Source: an optimization exercise on an open RTL-to-GDS flow (aim: small area, a short achievable clock period and few clock cycles). Production flows keep margins and buffers that such runs may drop. Only simulation tests tie the RTL to the original design; equivalence was not proved. Power figures rest on the tool's default switching activity, not on a simulated workload.

job 7337:
// life_top
module life_top (
    input  logic                   clk,
    input  logic                   reset_n,
    input  logic                   preset_load,
    input  logic [2:0]             preset_sel,
    input  logic                   toggle,
    input  logic [6-1:0] cell_x,
    input  logic [5-1:0] cell_y,
    input  logic                   step,
    input  logic                   rd_en,
    input  logic [5-1:0] rd_row,
    output logic                   busy,
    output logic                   rd_valid,
    output logic [40-1:0]  rd_data
);
    life_engine u_life_engine (
        .clk         (clk),
        .reset_n     (reset_n),
        .preset_load (preset_load),
        .preset_sel  (preset_sel),
        .toggle      (toggle),
        .cell_x      (cell_x),
        .cell_y      (cell_y),
        .step        (step),
        .rd_en       (rd_en),
        .rd_row      (rd_row),
        .busy        (busy),
        .rd_valid    (rd_valid),
        .rd_data     (rd_data)
    );
endmodule
make LEC_CHECK=0 CAP_MARGIN=20 CORE_MARGIN=2 CORE_UTILIZATION=40 CTS_CLUSTER_DIAMETER=100 CTS_CLUSTER_SIZE=30 SETUP_SLACK_MARGIN=4.1 SLEW_MARGIN=20 finish   # period 7.0 ns
run.sh (not shown) runs the stock make flow with config.mk's settings and CLKGATE_MAP_FILE= SYNTH_SCRIPT=/design/flow/synth_recipe.tcl, a recipe that flattens the netlist after the stock synthesis.
Testbench counts of job 7337, summed over its fixed seeds: cycles 4,592.
What job 6211 does differently from job 7337 at the input level:
Settings: CTS_CLUSTER_DIAMETER: 100 -> unset; CTS_CLUSTER_SIZE: 30 -> unset.
[summary]
- Compared with job 7337, switching power in job 6211 increased by more than 10%.
- Taking job 7337 as the reference point, the sequential share of layout area of job 6211 falls by 1.8 points.
- Job 6211 vs. job 7337: DRC violation total after the first TritonRoute iteration grew by 3.1%; combinational group share of total power shrank by 0.9 points.
- In the reports for job 6211 and job 7337, the smaller highest attainable clock frequency belongs to job 6211.
- Compared with job 7337, in job 6211 share of final layout cell area taken by clock buffers and inverters moved up, overall power shows an increase of 29%.
- Max share of total power consumed by net switching across job 6211 and job 7337: job 7337
- Of the two candidates, job 7337 has the better first-pass GRT wire length and job 6211 the worse one.
- On post-route worst setup slack, job 7337 beats job 6211.
diff inputs: job 6211 => job 732
Settings: CTS_CLUSTER_DIAMETER newly set to 100; SETUP_SLACK_MARGIN changed from 4.1 to 4.25; CTS_CLUSTER_SIZE newly set to 20; CORE_UTILIZATION changed from 40 to 65.
Results
Fraction of the cycle the final worst path needs (higher): job 6211. Job 6211 has a higher critical path depth than job 732. Measured against each other, job 6211 and job 732 differ in share of power burned in combinational logic, the lower figure coming from job 6211. Net switching power (lower): job 732. Per the comparison of job 732 with job 6211, number of maximum-capacitance violations held steady; routed length on met2 decreased by 11,000 µm relative to the old numbers; non-clock buffer share of cell area +1.2 points. Of job 6211 and job 732, the run reporting the lower worst path arrival time was job 732. Between job 6211 and job 732, the setup slack is higher for job 732. Relative to job 6211, fraction of final layout cells sized beyond drive strength 1 has gone up in job 732.
Edits applied to the flow inputs when going from job 732 to job 3688:
Settings: SETUP_SLACK_MARGIN now 4.1, was 4.25; CTS_CLUSTER_SIZE now 24, was 20; CTS_BUF_LIST now sky130_fd_sc_hd__clkbuf_8 sky130_fd_sc_hd__clkbuf_16, previously not set; CORE_UTILIZATION now 40, was 65; CTS_CLUSTER_DIAMETER now 80, was 100.
Notes after the runs:
Job 3688 finished end to end and its layout was clean on timing, DRC and antenna. A capturing instance or port of the critical path of u_life_engine.grid[1144] is what job 3688 shows, while u_life_engine.grid[1134] belongs to job 732. For final area, job 3688 and job 732 come out practically identical. Going from job 732 to job 3688, end-of-flow core utilization shows a reduction of 28 points; non-clock buffer count shows a reduction of 36%. Diff job 732 -> job 3688 | layout buffering overhead excluding clock cells | decrease of 0.99 points. Job 3688 vs job 732 — wire length of the first global-routing pass climbed by a few percent. u_life_engine.run_pre as the timing startpoint of the critical path was reported by job 3688, and u_life_engine.row_hit[4] by job 732.
Edits applied to the flow inputs when going from job 3688 to job 1672:
Settings: swapping 80 for 100 in CTS_CLUSTER_DIAMETER; swapping 24 for 20 in CTS_CLUSTER_SIZE; clearing CTS_BUF_LIST, which used to be sky130_fd_sc_hd__clkbuf_8 sky130_fd_sc_hd__clkbuf_16; swapping 4.1 for 4.25 in SETUP_SLACK_MARGIN; swapping 40 for 55 in CORE_UTILIZATION.
### Flow results
Between job 3688 and job 1672, via count normalized by instance count increased.
Sort job 3688 and job 1672 by number of CTS-inserted buffers asc -> top: job 3688
Note that the area of the core region recorded for job 3688 amounts to 1.4 times the value seen in job 1672.
From job 3688 to job 1672 the numbers moved as follows: combinational group share of total power went up; flip-flop and latch area went up.
Job 1672 — maximum ir drop on the vdd rail 0.0061 mV higher, job 3688 as reference
Job 1672 vs job 3688 — cell area climbed slightly
STATUS first-iteration DRC count: job 1672 loses against job 3688
For job 4940, these inputs were changed with respect to job 1672:
Settings: CORE_UTILIZATION: 55 -> 40.
[summary]
Sort job 1672 and job 4940 by filler cell count in the final layout asc -> top: job 1672. sky130_fd_sc_hd__fa_1 as the highest-delay cell along the critical path was reported by job 1672, and sky130_fd_sc_hd__dfxtp_4 by job 4940. On fmax, job 1672 and job 4940 are basically level. Delta (job 4940 minus job 1672): combinational power rose about 3%, top-level port count held, worst reg2reg path depth went down 3, synthesis-to-finish area growth went up by 1.8 points. Global routing met3 resource utilization sits lower in job 4940 than in job 1672. Summary of job 4940 over job 1672: post-layout net count shows an increase of 31, layout buffer count excluding clock buffers shows an increase of about 11%, worst slack on hold paths shows a reduction of 0.0079 ns. Looking at floorplan die width, job 4940 sits 17% above job 1672.

-- separate check: timing with driven ports --
The results above use ideal ports. As a check the final layouts listed here were re-extracted and re-timed, cells and wires unchanged. Step 1 assumes that a clkbuf_16 drives the clock port and a buf_2 every other input. Step 2 adds t to the input delays and takes it off the output delays; t is the mean of the earliest and latest rising clock arrival at the registers after step 1. Input paths then give back, and output paths get back, about the clock's delay inside the block. Three values: no drivers, after step 1, after step 2; two values: the first two.
| run | shift t [ns] | setup slack, ns | latest minus earliest clock arrival (ns) | worst register clock-pin slew, ns |
|---|---|---|---|---|
| job 7337 | 0.808 | 4.070 / 4.070 / 3.667 | 0.050 / 0.050 | 0.12 / 0.12 |
| job 6211 | 0.862 | 4.056 / 4.056 / 3.652 | 0.045 / 0.046 | 0.07 / 0.07 |
| job 732 | 0.763 | 4.123 / 4.123 / 3.704 | 0.049 / 0.048 | 0.10 / 0.10 |
| job 3688 | 0.811 | 3.917 / 3.917 / 3.659 | 0.041 / 0.041 | 0.10 / 0.10 |
| job 1672 | 0.788 | 4.214 / 4.195 / 3.705 | 0.031 / 0.031 | 0.10 / 0.10 |
| job 4940 | 0.803 | 4.215 / 4.212 / 3.686 | 0.032 / 0.031 | 0.10 / 0.10 |
After both steps every run listed still meets setup and hold. The setup slack of job 4940, which loses most, moves by -0.003 ns with the drivers and by -0.529 ns with both steps.
